From an optimization exercise on the open Yosys and OpenROAD flow, aimed at small area, a short achievable clock period and few clock cycles per item; shortcuts taken in it are not production practice. The RTL was checked by simulation tests, not by an equivalence proof against the original design.

Design argb_over_blend_unit, start of the top module:
module argb_over_blend_unit (
  input  logic                clk,
  input  logic                rst_n,
  input  logic                in_valid,
  output logic                in_stall,
  input  aob_pkg::pix_t       in_fg_argb,
  input  aob_pkg::pix_t       in_bg_argb,
  output logic                out_valid,
  input  logic                out_stall,
  output aob_pkg::pix_t       out_argb
);
Size in the first run: roughly 3900 cells after synthesis, about 100 I/O pins, about 0.046 mm² of cells after synthesis.
==> flow/config.mk <==
export PLATFORM = sky130hd
export DESIGN_NAME = argb_over_blend_unit
export DESIGN_NICKNAME = argb_over_blend_unit
export VERILOG_FILES = /design/flow/design.v
export SDC_FILE = /design/flow/constraint.sdc
export NUM_CORES = 4
export LEC_CHECK = 0
export CAP_MARGIN = 20
export CORE_MARGIN = 2
export CORE_UTILIZATION = 60
export SETUP_SLACK_MARGIN = 2.9
export SLEW_MARGIN = 20
==> flow/constraint.sdc <==
create_clock -name core_clock -period 6.0 [get_ports {clk}]
set_input_delay 1.2000 -clock core_clock [delete_from_list [all_inputs] [get_ports {clk}]]
set_output_delay 1.2000 -clock core_clock [all_outputs]
set_load 0.01 [all_outputs]
run.sh (not shown) runs the stock make flow with config.mk's settings and CLKGATE_MAP_FILE= SYNTH_SCRIPT=/design/flow/synth_recipe.tcl, a recipe that flattens the netlist after the stock synthesis.
Testbench counts at the start, summed over its fixed seeds: cycles 16,064, items 16,000.
==> next run, changes <==
CTS_BUF_LIST = sky130_fd_sc_hd__clkbuf_4 sky130_fd_sc_hd__clkbuf_8   (was not set)
SETUP_SLACK_MARGIN = 3.1   (was 2.9)
What happened: Clock skew goes up by 0.032 ns. Core utilization goes up by 2.5 points. Die area stays the same. Maximum frequency goes up by 6.7%. Synthesized cell count stays the same. Flip-flop and latch count stays the same.
==> next run, changes <==
CTS_BUF_LIST = sky130_fd_sc_hd__clkbuf_8   (was sky130_fd_sc_hd__clkbuf_4 sky130_fd_sc_hd__clkbuf_8)
SETUP_SLACK_MARGIN = 2.9   (was 3.1)
The changed run produced a clean layout.
Fmax is lower by about 3%.
Design area decreases by about 4.7%.
Synthesized area does not change.
Core utilization decreases by 3.4 points.
Synthesized cell count stays the same.

---

argb_over_blend_unit again, from the RTL that the note above started with.
make LEC_CHECK=0 CAP_MARGIN=20 CORE_MARGIN=2 CORE_UTILIZATION=60 CTS_BUF_LIST=sky130_fd_sc_hd__clkbuf_8 PLACE_DENSITY=0.72 SETUP_SLACK_MARGIN=2.9 SLEW_MARGIN=20 finish   # period 6.0 ns
Testbench counts at the start, summed over its fixed seeds: cycles 16,064, items 16,000.
Change:
- CORE_UTILIZATION: 60 -> 65
- CTS_CLUSTER_DIAMETER: not set -> 100
- CTS_CLUSTER_SIZE: not set -> 14
- PLACE_DENSITY: 0.72 -> not set
- TNS_END_PERCENT: not set -> 30
=>
- The new run finished with timing, DRC and antenna clean
- utilization increases by 3.5 points
- cell count decreases by 4.4%
- wire length increases by 7.7%
- via count increases by 2.8%
- count of clock-buffer cells in the layout decreases by 60
- synthesized cell count stays the same
- die area decreases by 7.6%
- cell area decreases by 3.0%
- global-route usage increases by 3.6 points
Change:
- CORE_UTILIZATION: 65 -> 60
- CTS_CLUSTER_DIAMETER: 100 -> not set
- CTS_CLUSTER_SIZE: 14 -> not set
- SETUP_SLACK_MARGIN: 2.9 -> 2.7
- TNS_END_PERCENT: 30 -> not set
The changed run finished clean.
Final cell count goes up by a few percent.
Final area goes up slightly.
Core utilization goes down by 4.4 points.
Routed wire length goes down slightly.
Maximum frequency goes down by a few percent.
Change:
- CTS_CLUSTER_DIAMETER: not set -> 100
- CTS_CLUSTER_SIZE: not set -> 14
- SETUP_SLACK_MARGIN: 2.7 -> 2.9
What happened: Die area is unchanged; area after synthesis is unchanged; via count hardly moves; count of clock-buffer cells in the layout is lower by 65; worst hold slack gains 0.028 ns; routed wire length is higher by 1.6%; first-iteration DRC count is higher by 7.7%; final cell count is lower by 1.8%; cell area is lower by 1.0%; critical path depth is higher by 7; worst setup slack gains 0.14 ns.

==> port drivers added, routing unchanged <==
The flow's constraints put no driver on any port. The routed layouts listed below were extracted and timed again, unchanged, in two steps. Step 1: set_driving_cell puts a clkbuf_16 on clk and a buf_2 on each other input, an assumption about the parent block. Step 2 moves the port delays by t, midway between the first and last clock arrival at a register: inputs arrive t later, outputs are due t later. That takes back most of the time a late clock gives input paths. Slacks: ideal ports / drivers / drivers and shift; pairs: ideal ports / drivers.
run | shift t [ns] | setup WS [ns] | hold slack, ns | slew at the worst register clock pin (ns)
the first run of note 1 | 0.705 | 2.773 / 2.773 / 2.270 | 0.397 / 0.397 / 0.397 | 0.07 / 0.07
the second run of note 1 | 0.824 | 2.977 / 2.977 / 2.403 | 0.384 / 0.384 / 0.384 | 0.07 / 0.07
the third run of note 1 | 0.800 | 2.887 / 2.887 / 2.182 | 0.362 / 0.362 / 0.362 | 0.07 / 0.07
the first run of note 2 | 0.794 | 2.954 / 2.959 / 2.165 | 0.382 / 0.382 / 0.382 | 0.07 / 0.07
the second run of note 2 | 0.760 | 2.851 / 2.882 / 2.134 | 0.399 / 0.399 / 0.399 | 0.11 / 0.11
the third run of note 2 | 0.808 | 2.738 / 2.738 / 1.979 | 0.378 / 0.378 / 0.378 | 0.08 / 0.08
the fourth run of note 2 | 0.773 | 2.875 / 2.875 / 2.180 | 0.406 / 0.406 / 0.406 | 0.11 / 0.11
After both steps every run listed still meets setup and hold. For the first run of note 2, which loses most, drivers alone change the setup slack by +0.005 ns; drivers and shift together by -0.789 ns.
